This design comes from an exercise in tuning for small area, a short achievable clock period and few clock cycles per item on the open sky130 flow, not from production work. Only simulation tests tie the RTL to the original design; equivalence was not proved. Power is estimated from default activity; no workload was simulated.

[flow/design.v]
`default_nettype none
package rsos_pkg;
   localparam int RSOS_MAX_OBJECTS = 8;
   localparam int RSOS_SINE_BITS   = 16;
   localparam int RANGE_W = 16;
   localparam int ANGLE_W = 8;
   localparam int SUM_W   = 24;
   localparam int TALLY_W = 8;
   localparam int COUNT_W = 4;
   localparam int CHORD_W = 17;
   localparam int CSR_W   = 16;
   localparam int CSR_IDX_W = 2;
   localparam logic [CHORD_W-1:0] CHORD_MAX = '1;
   localparam logic [TALLY_W-1:0] TALLY_MAX = '1;
   localparam int SINE_LAST = 180;
   localparam logic [CSR_IDX_W-1:0] CSR_EDGE_THRESHOLD = 2'd0;
   localparam logic [CSR_IDX_W-1:0] CSR_MIN_WIDTH      = 2'd1;
   localparam logic [CSR_IDX_W-1:0] CSR_OBJECT_LIMIT   = 2'd2;
   typedef enum logic [1:0] {
      KIND_OBJECT   = 2'd0,
      KIND_SMALLEST = 2'd1,
      KIND_NONE     = 2'd2
   } kind_type;
   typedef enum logic [2:0] {
      ST_IDLE,
      ST_EVAL,
      ST_DIV,
      ST_MUL,
      ST_CHORD,
      ST_REC,
      ST_REP
   } state_type;
   typedef struct packed {
      logic capture;
      logic eval;
      logic mul;
      logic chord;
      logic load_rec;
      logic load_rep;
   } cmd_type;
   typedef struct packed {
      logic close_ok;
      logic scan_end;
      logic div_done;
      logic out_full;
   } status_type;
endpackage
`default_nettype wire
`default_nettype none
module rsos_sine_rom (
   input  wire logic [7:0]  k,
   output logic      [16:0] value
);
   always_comb begin
      unique case (k)
         8'd0: value = 17'd0;
         8'd1: value = 17'd572;
         8'd2: value = 17'd1144;
         8'd3: value = 17'd1716;
         8'd4: value = 17'd2287;
         8'd5: value = 17'd2859;
         8'd6: value = 17'd3430;
         8'd7: value = 17'd4001;
         8'd8: value = 17'd4572;
         8'd9: value = 17'd5142;
         8'd10: value = 17'd5712;
         8'd11: value = 17'd6281;
         8'd12: value = 17'd6850;
         8'd13: value = 17'd7419;
         8'd14: value = 17'd7987;
         8'd15: value = 17'd8554;
         8'd16: value = 17'd9121;
         8'd17: value = 17'd9687;
         8'd18: value = 17'd10252;
         8'd19: value = 17'd10817;
         8'd20: value = 17'd11380;
         8'd21: value = 17'd11943;
         8'd22: value = 17'd12505;
         8'd23: value = 17'd13066;
         8'd24: value = 17'd13626;
         8'd25: value = 17'd14185;
         8'd26: value = 17'd14742;
         8'd27: value = 17'd15299;
         8'd28: value = 17'd15855;
         8'd29: value = 17'd16409;
         8'd30: value = 17'd16962;
         8'd31: value = 17'd17514;
         8'd32: value = 17'd18064;
         8'd33: value = 17'd18613;
         8'd34: value = 17'd19161;
         8'd35: value = 17'd19707;
         8'd36: value = 17'd20252;
         8'd37: value = 17'd20795;
         8'd38: value = 17'd21336;
         8'd39: value = 17'd21876;
         8'd40: value = 17'd22415;
         8'd41: value = 17'd22951;
         8'd42: value = 17'd23486;
         8'd43: value = 17'd24019;
         8'd44: value = 17'd24550;
         8'd45: value = 17'd25080;
         8'd46: value = 17'd25607;
         8'd47: value = 17'd26132;
         8'd48: value = 17'd26656;
         8'd49: value = 17'd27177;
         8'd50: value = 17'd27697;
         8'd51: value = 17'd28214;
         8'd52: value = 17'd28729;
         8'd53: value = 17'd29242;
         8'd54: value = 17'd29753;
         8'd55: value = 17'd30261;
         8'd56: value = 17'd30767;
         8'd57: value = 17'd31271;
         8'd58: value = 17'd31772;
         8'd59: value = 17'd32271;
         8'd60: value = 17'd32768;
         8'd61: value = 17'd33262;
         8'd62: value = 17'd33754;
         8'd63: value = 17'd34242;
         8'd64: value = 17'd34729;
         8'd65: value = 17'd35212;
         8'd66: value = 17'd35693;
         8'd67: value = 17'd36172;
         8'd68: value = 17'd36647;
         8'd69: value = 17'd37120;
         8'd70: value = 17'd37590;
         8'd71: value = 17'd38057;
         8'd72: value = 17'd38521;
         8'd73: value = 17'd38982;
         8'd74: value = 17'd39441;
         8'd75: value = 17'd39896;
         8'd76: value = 17'd40348;
         8'd77: value = 17'd40797;
         8'd78: value = 17'd41243;
         8'd79: value = 17'd41686;
         8'd80: value = 17'd42126;
         8'd81: value = 17'd42562;
         8'd82: value = 17'd42995;
         8'd83: value = 17'd43425;
         8'd84: value = 17'd43852;
         8'd85: value = 17'd44275;
         8'd86: value = 17'd44695;
         8'd87: value = 17'd45112;
         8'd88: value = 17'd45525;
         8'd89: value = 17'd45935;
         8'd90: value = 17'd46341;
         8'd91: value = 17'd46744;
         8'd92: value = 17'd47143;
         8'd93: value = 17'd47538;
         8'd94: value = 17'd47930;
         8'd95: value = 17'd48318;
         8'd96: value = 17'd48703;
         8'd97: value = 17'd49084;
         8'd98: value = 17'd49461;
         8'd99: value = 17'd49834;
         8'd100: value = 17'd50203;
         8'd101: value = 17'd50569;
         8'd102: value = 17'd50931;
         8'd103: value = 17'd51289;
         8'd104: value = 17'd51643;
         8'd105: value = 17'd51993;
         8'd106: value = 17'd52339;
         8'd107: value = 17'd52682;
         8'd108: value = 17'd53020;
         8'd109: value = 17'd53354;
         8'd110: value = 17'd53684;
         8'd111: value = 17'd54010;
         8'd112: value = 17'd54332;
         8'd113: value = 17'd54650;
         8'd114: value = 17'd54963;
         8'd115: value = 17'd55273;
         8'd116: value = 17'd55578;
         8'd117: value = 17'd55879;
         8'd118: value = 17'd56175;
         8'd119: value = 17'd56468;
         8'd120: value = 17'd56756;
         8'd121: value = 17'd57040;
         8'd122: value = 17'd57319;
         8'd123: value = 17'd57594;
         8'd124: value = 17'd57865;
         8'd125: value = 17'd58131;
         8'd126: value = 17'd58393;
         8'd127: value = 17'd58650;
         8'd128: value = 17'd58903;
         8'd129: value = 17'd59152;
         8'd130: value = 17'd59396;
         8'd131: value = 17'd59635;
         8'd132: value = 17'd59870;
         8'd133: value = 17'd60100;
         8'd134: value = 17'd60326;
         8'd135: value = 17'd60547;
         8'd136: value = 17'd60764;
         8'd137: value = 17'd60976;
         8'd138: value = 17'd61183;
         8'd139: value = 17'd61386;
         8'd140: value = 17'd61584;
         8'd141: value = 17'd61777;
         8'd142: value = 17'd61966;
         8'd143: value = 17'd62149;
         8'd144: value = 17'd62328;
         8'd145: value = 17'd62503;
         8'd146: value = 17'd62672;
         8'd147: value = 17'd62837;
         8'd148: value = 17'd62997;
         8'd149: value = 17'd63152;
         8'd150: value = 17'd63303;
         8'd151: value = 17'd63449;
         8'd152: value = 17'd63589;
         8'd153: value = 17'd63725;
         8'd154: value = 17'd63856;
         8'd155: value = 17'd63983;
         8'd156: value = 17'd64104;
         8'd157: value = 17'd64220;
         8'd158: value = 17'd64332;
         8'd159: value = 17'd64439;
         8'd160: value = 17'd64540;
         8'd161: value = 17'd64637;
         8'd162: value = 17'd64729;
         8'd163: value = 17'd64816;
         8'd164: value = 17'd64898;
         8'd165: value = 17'd64975;
         8'd166: value = 17'd65048;
         8'd167: value = 17'd65115;
         8'd168: value = 17'd65177;
         8'd169: value = 17'd65234;
         8'd170: value = 17'd65287;
         8'd171: value = 17'd65334;
         8'd172: value = 17'd65376;
         8'd173: value = 17'd65414;
         8'd174: value = 17'd65446;
         8'd175: value = 17'd65474;
         8'd176: value = 17'd65496;
         8'd177: value = 17'd65514;
         8'd178: value = 17'd65526;
         8'd179: value = 17'd65534;
         8'd180: value = 17'd65536;
         default: value = 17'd0;
      endcase
   end
endmodule
`default_nettype wire
`default_nettype none
import rsos_pkg::*;
module rsos_divider (
   input  wire logic                        clock,
   input  wire logic                        reset,
   input  wire logic                        start,
   input  wire logic [rsos_pkg::SUM_W-1:0]   dividend,
   input  wire logic [rsos_pkg::TALLY_W-1:0] divisor,
   output logic                             done,
   output logic [rsos_pkg::SUM_W-1:0]        quotient
);
   localparam int CNT_W = $clog2(SUM_W + 1);
   logic                busy_ff, busy_in;
   logic [CNT_W-1:0]    count_ff, count_in;
   logic [SUM_W-1:0]    quo_ff, quo_in;
   logic [TALLY_W-1:0]  rem_ff, rem_in;
   logic [TALLY_W-1:0]  den_ff, den_in;
   logic [TALLY_W:0]    shifted;
   logic                fits;
   always_comb begin
      shifted  = {rem_ff, quo_ff[SUM_W-1]};
      fits     = shifted >= {1'b0, den_ff};
      busy_in  = busy_ff;
      count_in = count_ff;
      quo_in   = quo_ff;
      rem_in   = rem_ff;
      den_in   = den_ff;
      if (start) begin
         busy_in  = 1'b1;
         count_in = CNT_W'(SUM_W);
         quo_in   = dividend;
         rem_in   = '0;
         den_in   = divisor;
      end else if (busy_ff) begin
         quo_in   = {quo_ff[SUM_W-2:0], fits};
         rem_in   = fits ? TALLY_W'(shifted - {1'b0, den_ff}) : shifted[TALLY_W-1:0];
         count_in = count_ff - CNT_W'(1);
         busy_in  = count_ff != CNT_W'(1);
      end
   end
   always_ff @(posedge clock) begin
      if (reset) begin
         busy_ff  <= 1'b0;
         count_ff <= '0;
      end else begin
         busy_ff  <= busy_in;
         count_ff <= count_in;
      end
      quo_ff <= quo_in;
      rem_ff <= rem_in;
      den_ff <= den_in;
   end
   assign done     = !busy_ff;
   assign quotient = quo_ff;
endmodule
`default_nettype wire
`default_nettype none
import rsos_pkg::*;
module rsos_datapath #(
   parameter int MAX_OBJECTS     = rsos_pkg::RSOS_MAX_OBJECTS,
   parameter int SINE_TABLE_BITS = rsos_pkg::RSOS_SINE_BITS
) (
   input  wire logic                          clock,
   input  wire logic                          reset,
   input  wire rsos_pkg::cmd_type             cmd,
   output rsos_pkg::status_type               status,
   input  wire logic [rsos_pkg::RANGE_W-1:0]   in_range,
   input  wire logic [rsos_pkg::ANGLE_W-1:0]   in_angle,
   input  wire logic                          in_start,
   input  wire logic                          in_end,
   input  wire logic                          csr_we,
   input  wire logic [rsos_pkg::CSR_IDX_W-1:0] csr_index,
   input  wire logic [rsos_pkg::CSR_W-1:0]     csr_wdata,
   output logic                               out_valid,
   input  wire logic                          out_ready,
   output rsos_pkg::kind_type                 out_kind,
   output logic [rsos_pkg::COUNT_W-1:0]        out_id,
   output logic [rsos_pkg::ANGLE_W-1:0]        out_first,
   output logic [rsos_pkg::ANGLE_W-1:0]        out_final,
   output logic [rsos_pkg::ANGLE_W-1:0]        out_centre,
   output logic [rsos_pkg::ANGLE_W-1:0]        out_arc,
   output logic [rsos_pkg::RANGE_W-1:0]        out_mean,
   output logic [rsos_pkg::CHORD_W-1:0]        out_chord,
   output logic                               out_last
);
   localparam int SW = SINE_TABLE_BITS + 1;
   localparam int PW = RANGE_W + SW;
   localparam int CW = PW + 2;
   logic [RANGE_W-1:0] thr_ff;
   logic [ANGLE_W-1:0] min_w_ff;
   logic [COUNT_W-1:0] limit_ff;
   always_ff @(posedge clock) begin
      if (reset) begin
         thr_ff   <= RANGE_W'(40);
         min_w_ff <= ANGLE_W'(4);
         limit_ff <= COUNT_W'(8);
      end else if (csr_we) begin
         unique case (csr_index)
            CSR_EDGE_THRESHOLD: thr_ff   <= csr_wdata[RANGE_W-1:0];
            CSR_MIN_WIDTH:      min_w_ff <= csr_wdata[ANGLE_W-1:0];
            CSR_OBJECT_LIMIT:   limit_ff <= csr_wdata[COUNT_W-1:0];
            default: ;
         endcase
      end
   end
   logic [RANGE_W-1:0] range_ff;
   logic [ANGLE_W-1:0] angle_ff;
   logic               start_ff;
   logic               end_ff;
   always_ff @(posedge clock) begin
      if (cmd.capture) begin
         range_ff <= in_range;
         angle_ff <= in_angle;
         start_ff <= in_start;
         end_ff   <= in_end;
      end
   end
   logic               hist_ff, hist_in;
   logic               inside_ff, inside_in;
   logic [ANGLE_W-1:0] open_ff, open_in;
   logic [ANGLE_W-1:0] last_a_ff;
   logic [RANGE_W-1:0] last_r_ff;
   logic [SUM_W-1:0]   sum_ff, sum_in;
   logic [TALLY_W-1:0] tally_ff, tally_in;
   logic [COUNT_W-1:0] found_ff, found_in;
   logic [CHORD_W-1:0] best_chord_ff, best_chord_in;
   logic [COUNT_W-1:0] best_id_ff, best_id_in;
   logic [ANGLE_W-1:0] best_centre_ff, best_centre_in;
   logic               best_valid_ff, best_valid_in;
   logic [ANGLE_W-1:0] eff_last_a;
   logic [RANGE_W-1:0] eff_last_r;
   logic [RANGE_W:0]   drop, rise;
   logic [ANGLE_W:0]   width;
   logic [COUNT_W-1:0] cap;
   logic               close_ok;
   logic [ANGLE_W:0]   centre_sum;
   logic [ANGLE_W-1:0] job_first_ff, job_final_ff, job_centre_ff, job_w_ff, job_k_ff;
   logic [ANGLE_W-1:0] job_k;
   logic [SW-1:0]      sine_ff;
   logic [PW-1:0]      prod_ff;
   logic [RANGE_W-1:0] mean_ff;
   logic [CHORD_W-1:0] chord_ff;
   logic [CW-1:0]      chord_sum, chord_shr;
   logic [CHORD_W-1:0] chord;
   logic [COUNT_W-1:0] new_id;
   logic               div_done;
   logic [SUM_W-1:0]   quotient;
   logic [TALLY_W-1:0] divisor;
   always_comb begin
      hist_in        = start_ff ? 1'b0 : hist_ff;
      inside_in      = start_ff ? 1'b0 : inside_ff;
      open_in        = start_ff ? '0 : open_ff;
      eff_last_a     = start_ff ? '0 : last_a_ff;
      eff_last_r     = start_ff ? '0 : last_r_ff;
      sum_in         = start_ff ? '0 : sum_ff;
      tally_in       = start_ff ? '0 : tally_ff;
      found_in       = start_ff ? '0 : found_ff;
      best_chord_in  = start_ff ? CHORD_MAX : best_chord_ff;
      best_id_in     = start_ff ? '0 : best_id_ff;
      best_centre_in = start_ff ? '0 : best_centre_ff;
      best_valid_in  = start_ff ? 1'b0 : best_valid_ff;
      drop = {1'b0, eff_last_r} - {1'b0, range_ff};
      rise = {1'b0, range_ff} - {1'b0, eff_last_r};
      width = {1'b0, eff_last_a} - {1'b0, open_in};
      cap = (limit_ff < COUNT_W'(MAX_OBJECTS)) ? limit_ff : COUNT_W'(MAX_OBJECTS);
      centre_sum = {1'b0, open_in} + {1'b0, eff_last_a};
      close_ok = 1'b0;
      if (!hist_in) begin
         hist_in = 1'b1;
      end else if (!inside_in) begin
         if (!drop[RANGE_W] && drop[RANGE_W-1:0] > thr_ff) begin
            inside_in = 1'b1;
            open_in   = angle_ff;
            sum_in    = SUM_W'(range_ff);
            tally_in  = TALLY_W'(1);
         end
      end else if (!rise[RANGE_W] && rise[RANGE_W-1:0] > thr_ff) begin
         inside_in = 1'b0;
         close_ok  = !width[ANGLE_W] && width[ANGLE_W-1:0] >= min_w_ff && found_in < cap;
      end else if (tally_in < TALLY_MAX) begin
         sum_in   = sum_in + SUM_W'(range_ff);
         tally_in = tally_in + TALLY_W'(1);
      end
      divisor = (tally_in == '0) ? TALLY_W'(1) : tally_in;
      job_k = (width[ANGLE_W-1:0] > ANGLE_W'(SINE_LAST))
            ? ANGLE_W'(9'd360 - width) : width[ANGLE_W-1:0];
      chord_sum = CW'({prod_ff, 1'b0}) + (CW'(1) << (SINE_TABLE_BITS - 1));
      chord_shr = chord_sum >> SINE_TABLE_BITS;
      chord = (chord_shr > CW'(CHORD_MAX)) ? CHORD_MAX : chord_shr[CHORD_W-1:0];
      new_id = found_ff + COUNT_W'(1);
   end
   rsos_divider u_divider (
      .clock    (clock),
      .reset    (reset),
      .start    (cmd.eval && close_ok),
      .dividend (sum_in),
      .divisor  (divisor),
      .done     (div_done),
      .quotient (quotient)
   );
   always_ff @(posedge clock) begin
      if (reset) begin
         hist_ff        <= 1'b0;
         inside_ff      <= 1'b0;
         open_ff        <= '0;
         last_a_ff      <= '0;
         last_r_ff      <= '0;
         sum_ff         <= '0;
         tally_ff       <= '0;
         found_ff       <= '0;
         best_chord_ff  <= CHORD_MAX;
         best_id_ff     <= '0;
         best_centre_ff <= '0;
         best_valid_ff  <= 1'b0;
      end else if (cmd.eval) begin
         hist_ff        <= hist_in;
         inside_ff      <= inside_in;
         open_ff        <= open_in;
         last_a_ff      <= angle_ff;
         last_r_ff      <= range_ff;
         sum_ff         <= sum_in;
         tally_ff       <= tally_in;
         found_ff       <= found_in;
         best_chord_ff  <= best_chord_in;
         best_id_ff     <= best_id_in;
         best_centre_ff <= best_centre_in;
         best_valid_ff  <= best_valid_in;
      end else if (cmd.chord) begin
         found_ff <= new_id;
         if (!best_valid_ff || chord < best_chord_ff) begin
            best_valid_ff  <= 1'b1;
            best_chord_ff  <= chord;
            best_id_ff     <= new_id;
            best_centre_ff <= job_centre_ff;
         end
      end
   end
   logic [16:0] sine_value;
   rsos_sine_rom u_sine (
      .k     (job_k_ff),
      .value (sine_value)
   );
   always_ff @(posedge clock) begin
      if (cmd.eval && close_ok) begin
         job_first_ff  <= open_in;
         job_final_ff  <= eff_last_a;
         job_centre_ff <= centre_sum[ANGLE_W:1];
         job_w_ff      <= width[ANGLE_W-1:0];
         job_k_ff      <= job_k;
      end
      sine_ff <= SW'(sine_value);
      if (cmd.mul) begin
         prod_ff <= quotient[RANGE_W-1:0] * sine_ff;
         mean_ff <= quotient[RANGE_W-1:0];
      end
      if (cmd.chord) chord_ff <= chord;
   end
   logic out_valid_ff;
   always_ff @(posedge clock) begin
      if (reset) begin
         out_valid_ff <= 1'b0;
      end else if (cmd.load_rec || cmd.load_rep) begin
         out_valid_ff <= 1'b1;
      end else if (out_ready) begin
         out_valid_ff <= 1'b0;
      end
   end
   always_ff @(posedge clock) begin
      if (cmd.load_rec) begin
         out_kind   <= KIND_OBJECT;
         out_id     <= found_ff;
         out_first  <= job_first_ff;
         out_final  <= job_final_ff;
         out_centre <= job_centre_ff;
         out_arc    <= job_w_ff;
         out_mean   <= mean_ff;
         out_chord  <= chord_ff;
         out_last   <= !end_ff;
      end else if (cmd.load_rep) begin
         out_kind   <= best_valid_ff ? KIND_SMALLEST : KIND_NONE;
         out_id     <= best_valid_ff ? best_id_ff : '0;
         out_first  <= '0;
         out_final  <= '0;
         out_centre <= best_valid_ff ? best_centre_ff : '0;
         out_arc    <= '0;
         out_mean   <= '0;
         out_chord  <= best_valid_ff ? best_chord_ff : '0;
         out_last   <= 1'b1;
      end
   end
   assign out_valid       = out_valid_ff;
   assign status.close_ok = close_ok;
   assign status.scan_end = end_ff;
   assign status.div_done = div_done;
   assign status.out_full = out_valid_ff;
endmodule
`default_nettype wire
`default_nettype none
import rsos_pkg::*;
module rsos_ctrl (
   input  wire logic                 clock,
   input  wire logic                 reset,
   input  wire logic                 in_valid,
   output logic                      in_ready,
   input  wire rsos_pkg::status_type status,
   output rsos_pkg::cmd_type         cmd
);
   rsos_pkg::state_type state_ff, state_in;
   always_ff @(posedge clock) begin
      if (reset) state_ff <= ST_IDLE;
      else state_ff <= state_in;
   end
   always_comb begin
      state_in = state_ff;
      cmd      = '0;
      in_ready = 1'b0;
      unique case (state_ff)
         ST_IDLE: begin
            in_ready    = 1'b1;
            cmd.capture = in_valid;
            if (in_valid) state_in = ST_EVAL;
         end
         ST_EVAL: begin
            cmd.eval = 1'b1;
            if (status.close_ok) state_in = ST_DIV;
            else if (status.scan_end) state_in = ST_REP;
            else state_in = ST_IDLE;
         end
         ST_DIV: begin
            if (status.div_done) state_in = ST_MUL;
         end
         ST_MUL: begin
            cmd.mul  = 1'b1;
            state_in = ST_CHORD;
         end
         ST_CHORD: begin
            cmd.chord = 1'b1;
            state_in  = ST_REC;
         end
         ST_REC: begin
            if (!status.out_full) begin
               cmd.load_rec = 1'b1;
               state_in     = status.scan_end ? ST_REP : ST_IDLE;
            end
         end
         ST_REP: begin
            if (!status.out_full) begin
               cmd.load_rep = 1'b1;
               state_in     = ST_IDLE;
            end
         end
         default: state_in = ST_IDLE;
      endcase
   end
endmodule
`default_nettype wire
`default_nettype none
import rsos_pkg::*;
module range_scan_object_segmenter_core #(
   parameter int MAX_OBJECTS     = rsos_pkg::RSOS_MAX_OBJECTS,
   parameter int SINE_TABLE_BITS = rsos_pkg::RSOS_SINE_BITS
) (
   input  wire logic        clock,
   input  wire logic        reset,
   input  wire logic        req_tvalid,
   output logic             req_tready,
   input  wire logic [23:0] req_tdata,    
   input  wire logic        req_tuser,    
   input  wire logic        req_tlast,    
   output logic             rsp_tvalid,
   input  wire logic        rsp_tready,
   output logic [71:0]      rsp_tdata,
   output logic [1:0]       rsp_tuser,    
   output logic             rsp_tlast,    
   input  wire logic        csr_we,
   input  wire logic [1:0]  csr_index,
   input  wire logic [15:0] csr_wdata
);
   rsos_pkg::cmd_type    cmd;
   rsos_pkg::status_type status;
   rsos_pkg::kind_type   out_kind;
   logic [COUNT_W-1:0] out_id;
   logic [ANGLE_W-1:0] out_first, out_final, out_centre, out_arc;
   logic [RANGE_W-1:0] out_mean;
   logic [CHORD_W-1:0] out_chord;
   rsos_ctrl u_ctrl (
      .clock    (clock),
      .reset    (reset),
      .in_valid (req_tvalid),
      .in_ready (req_tready),
      .status   (status),
      .cmd      (cmd)
   );
   rsos_datapath #(
      .MAX_OBJECTS     (MAX_OBJECTS),
      .SINE_TABLE_BITS (SINE_TABLE_BITS)
   ) u_datapath (
      .clock      (clock),
      .reset      (reset),
      .cmd        (cmd),
      .status     (status),
      .in_range   (req_tdata[15:0]),
      .in_angle   (req_tdata[23:16]),
      .in_start   (req_tuser),
      .in_end     (req_tlast),
      .csr_we     (csr_we),
      .csr_index  (csr_index),
      .csr_wdata  (csr_wdata),
      .out_valid  (rsp_tvalid),
      .out_ready  (rsp_tready),
      .out_kind   (out_kind),
      .out_id     (out_id),
      .out_first  (out_first),
      .out_final  (out_final),
      .out_centre (out_centre),
      .out_arc    (out_arc),
      .out_mean   (out_mean),
      .out_chord  (out_chord),
      .out_last   (rsp_tlast)
   );
   assign rsp_tdata = {3'b000, out_chord, out_mean, out_arc, out_centre,
                       out_final, out_first, out_id};
   assign rsp_tuser = out_kind;
endmodule
`default_nettype wire
[flow/run.sh]
#!/bin/bash
# synth_recipe.tcl (not shown) runs the flow's synth.tcl, then flattens the netlist and writes it again
# the make line also repeats each setting of config.mk as NAME=value (left out here)
make -C /OpenROAD-flow-scripts/flow DESIGN_CONFIG=/design/flow/config.mk WORK_HOME=/design/flow/orfs CLKGATE_MAP_FILE= SYNTH_SCRIPT=/design/flow/synth_recipe.tcl finish
[flow/config.mk]
export PLATFORM = sky130hd
export DESIGN_NAME = range_scan_object_segmenter_core
export DESIGN_NICKNAME = range_scan_object_segmenter_core
export VERILOG_FILES = /design/flow/design.v
export SDC_FILE = /design/flow/constraint.sdc
export NUM_CORES = 4
export LEC_CHECK = 0
export CAP_MARGIN = 20
export CORE_MARGIN = 2
export CORE_UTILIZATION = 40
export SLEW_MARGIN = 20
export SYNTH_MEMORY_MAX_BITS = 8192
[flow/constraint.sdc]
create_clock -name core_clock -period 8.0 [get_ports {clock}]
set_input_delay 1.6000 -clock core_clock [delete_from_list [all_inputs] [get_ports {clock}]]
set_output_delay 1.6000 -clock core_clock [all_outputs]
set_load 0.01 [all_outputs]
==> results.txt <==
power by group through the flow:
stage / Sequential, uW / Combinational (uW) / Clock, uW
floorplan: 2200 / 484 / 0
global placement: 2220 / 652 / 0
detailed placement: 2220 / 659 / 0
CTS: 2170 / 663 / 2250
global route: 2180 / 739 / 2320
finish: 2170 / 663 / 2190
Yosys cell counts, types with 15 or more instances:
master | count | area share (%)
xor2_1 | 29 | 0.80
ha_1 | 266 | 10
nand4_1 | 19 | 0.37
inv_1 | 400 | 4.7
mux2i_1 | 46 | 1.4
o21a_1 | 25 | 0.59
o21ai_1 | 29 | 0.45
mux2_2 | 15 | 0.53
o21ai_0 | 180 | 2.8
nor2_1 | 236 | 2.8
nand2_1 | 497 | 5.8
fa_1 | 213 | 13
and2_1 | 172 | 3.4
dfxtp_1 | 165 | 10
nor3_1 | 74 | 1.2
o22ai_1 | 17 | 0.33
a211oi_1 | 31 | 0.73
o211ai_1 | 19 | 0.45
a41oi_1 | 22 | 0.60
nor2b_1 | 64 | 1.3
buf_1 | 25 | 0.29
clkbuf_1 | 156 | 1.8
nand2b_1 | 46 | 0.90
nand3_1 | 65 | 1.0
xnor2_1 | 64 | 1.8
a21oi_1 | 222 | 3.5
a21o_1 | 26 | 0.61
a31oi_1 | 23 | 0.45
edfxtp_1 | 219 | 21
area by class of cell:
class	instances	share of cell area (%)
Multi-Input combinational cell	2624	55.5
Clock buffer	58	3.56
Clock inverter	28	0.851
Timing Repair Buffer	167	4.38
Inverter	402	4.24
Sequential cell	384	27.8
Tap cell	1050	3.69
Antenna cell	1	0.00703
worst register-to-register path, stage by stage, from the launching register on:
cell,delay (ns)
edfxtp_1,0.77
nand2_1,0.17
fa_1,0.56
inv_1,0.05
fa_1,0.46
fa_1,0.53
fa_1,0.54
fa_1,0.55
inv_1,0.06
fa_1,0.52
inv_1,0.04
ha_1,0.32
a211oi_1,0.25
nand2_1,0.10
o32a_1,0.35
a2111oi_0,0.85
nor3_1,0.19
nor2_1,0.18
a21oi_1,0.11
a21o_1,0.21
a211oi_1,0.22
nor3_1,0.07
state kept, by name (all words and copies together) (netlist names), 17 cells and up:
name / cells
u_datapath.best_chord_ff: 17
u_datapath.sum_ff: 24
u_datapath.u_divider.quo_ff: 24
u_datapath.out_chord: 17
u_datapath.prod_ff: 19
u_datapath.chord_ff: 17
u_datapath.sine_ff: 17
cell usage in the layout, fill, tap and decap left out, types with 31 or more instances in the layout:
cell type          n
a211oi_1          31
a21oi_1          221
and2_1           172
buf_4             45
clkbuf_16         48
clkdlybuf4s50_1  121
dfxtp_1          165
edfxtp_1         219
fa_1             213
ha_1             266
inv_1            399
mux2i_1           46
nand2_1          496
nand2b_1          46
nand3_1           65
nor2_1           233
nor2b_1           64
nor3_1            73
o21ai_0          180
xnor2_1           64
per-layer routing:
layer | vias up | track usage [%]
met1 | 12168 | 30.0
met4 | 0 | 5.94
met5 | - | 0
met3 | 116 | 3.52
li1 | 12220 | -
met2 | 825 | 35.5
cells by family (layout without fill, tap and decap cells):
kind of cell             Yosys count  count (layout)  synth area share [%]
AND/OR/NAND/NOR                 1242            1242                  18.2
adder cells (fa/ha/maj)          479             479                  23.8
XOR/XNOR                          93              93                  2.55
multiplexers                      67              67                  2.36
other                              1               4                0.0117
AO/OA/AOI/OAI                    740             740                  14.7
flip-flops                       384             384                  30.9
buffers and inverters            609             655                  7.43
path summary, 6_finish.rpt:
kind,to,slack [ns],depth (start not counted),from
max,u_datapath.prod_ff[30],0.65,21,u_datapath.u_divider.quo_ff[12]
max reg2reg,u_datapath.prod_ff[30],0.65,21,u_datapath.u_divider.quo_ff[12]
min reg2reg,u_datapath.best_id_ff[0],0.45,2,u_datapath.best_id_ff[0]
min,u_datapath.best_id_ff[0],0.45,2,u_datapath.best_id_ff[0]
metrics by stage:
step | setup slack [ns] | std cells | area [sq um] | util (%)
final | 0.646 | 4714 | 35600 | 45.1
after global routing | 0.204 | 4713 | 35600 | 45.1
after CTS | 0.597 | 4713 | 35600 | 45.0
after detailed placement | 0.582 | 4627 | 34000 | 43.1
after global placement | 0.585 | 4626 | 34000 | 43.0
after floorplan | 1.35 | 3617 | 31900 | -
==> impl_metrics.json <==
{
  "status": "complete, no violations",
  "start_util_pct": 40.4,
  "slowest_stage": "a2111oi_0",
  "p_leak_uw": 0.0149,
  "synth_cell_types": 97,
  "drv_slew": 0,
  "wl_met1_mm": 40.5,
  "num_vias": 25329,
  "cpPeakStageDelay_ns": 0.85,
  "cp-end-kind": "flip-flop",
  "synthesis.area_sq_mm": 0.0319,
  "p_int_uw": 3660,
  "clockBufferDepth": 3,
  "fin_crit_ns": 7.35,
  "max_slew_margin_pct": 20.8,
  "cts_sinks": 384,
  "cp_num_buf_inv": 3,
  "drive_gt1_share_pct": 5.08,
  "numPortBuffers": 122,
  "fin_hold_ws_ns": 0.449,
  "n_fill_cell": 7746,
  "antenna_found_initial": 2,
  "cts_tree": "built",
  "synth.avg_cell_area_sq_um": 8.83,
  "synth_edf_count": 219,
  "grt_pass1_wl_mm": 142,
  "clock_latency_ns": 0.63,
  "wl_met3_mm": 5.43,
  "cts_buffers": 46,
  "final_antenna_net_count": 0,
  "grt_usage_pct": 21.8,
  "drv_cap": 0,
  "drc_errors": 0,
  "post_cts_buffers": 0,
  "cp_max_fo": 19,
  "start_kind": "flip-flop",
  "cp_data_arrival_time_ns": 7.72,
  "setup_tns_ns": 0,
  "drt-wirelength-per-cell_um": 19.0,
  "die-area_sq_mm": 0.0821,
  "num_io_pins": 126,
  "period_share_pct": 91.9,
  "clk_pin_slew_ns": 0.06,
  "power_uw": 5030,
  "grt-ovfl-total": 0,
  "wl_met2_mm": 41.7,
  "cts_resized": 0,
  "grt_pass1_vias": 24838,
  "core_sq_mm": 0.0790,
  "path_class": "reg -> reg",
  "ys_warn_count": 4,
  "place_hpwl_mm": 65.5,
  "synth_ff_type": "edfxtp_1",
  "seqPwrFrac_pct": 43.3,
  "p_sw_uw": 1370,
  "finClkSkew_ns": 0.0540,
  "fmax_mhz": 136,
  "syn_inst": 3615,
  "die_w_um": 287,
  "grt_max_degree": 98,
  "nets": 4153,
  "swShare_pct": 27.2,
  "ir_worst_vdd_v": 0.000158,
  "cts_hold_buf": 0,
  "ys_async_sr_fraction_pct": 0,
  "regArea_sq_mm": 0.00988,
  "crit_chain": "nand2_1, fa_1, inv_1, fa_1, fa_1, fa_1, fa_1, inv_1, fa_1, inv_1, ha_1, a211oi_1, nand2_1, o32a_1, a2111oi_0, nor3_1, nor2_1, a21oi_1, a21o_1, a211oi_1, nor3_1",
  "final-hold-violation-count": 0,
  "drtIter0Drc": 2225,
  "multi_input_area_sq_mm": 0.0198,
  "ys_ff_latch": 384,
  "area_growth_pct": 11.5,
  "power.density_mw_per_mm2": 141,
  "fp.dieH_um": 287,
  "hp-class": "reg -> reg",
  "critPathTopFamily": "adder cells",
  "routabilityCongestion": 0.962,
  "htreeDepth": 2,
  "clkPwrFrac_pct": 43.6,
  "top_layer": "met4",
  "synth-seq-area-share_pct": 30.9,
  "rows": 103,
  "tightest_slew_ns": 1.18,
  "comb_power_share_pct": 13.2,
  "viasPerCell": 5.37,
  "cp_common_cell": "fa_1",
  "wl_mm": 89.8,
  "setup_violations": 0,
  "cts-root-buf": "clkbuf_16",
  "drt_pass1_iterations": 6,
  "cp.required_ns": 8.36,
  "rsz0062_at_grt": "no"
}
Testbench counts, summed over its fixed seeds: cycles 87,065, words 24,000.

==> afterwards: timing with drivers on the ports <==
How much do the figures lean on ideal ports? The routed layout below was timed once more, with nothing changed but the port constraints. Step 1 assumes that a clkbuf_16 drives the clock port and a buf_2 every other input. Step 2 moves the port delays by t, midway between the first and last clock arrival at a register: inputs arrive t later, outputs are due t later. That takes back most of the time a late clock gives input paths. a / b / c = ideal / step 1 / step 2; a / b = the first two.
t (ns): 0.657
slack for setup (ns): 0.646 / 0.646 / 0.646
worst setup path at the end: register to register
latest minus earliest clock arrival (ns): 0.059 / 0.059
worst slew at a driven data input, ns: 0.05
After both steps setup and hold are still met in this run. The setup slack of this run moves by 0.000 ns with the drivers and by 0.000 ns with both steps.
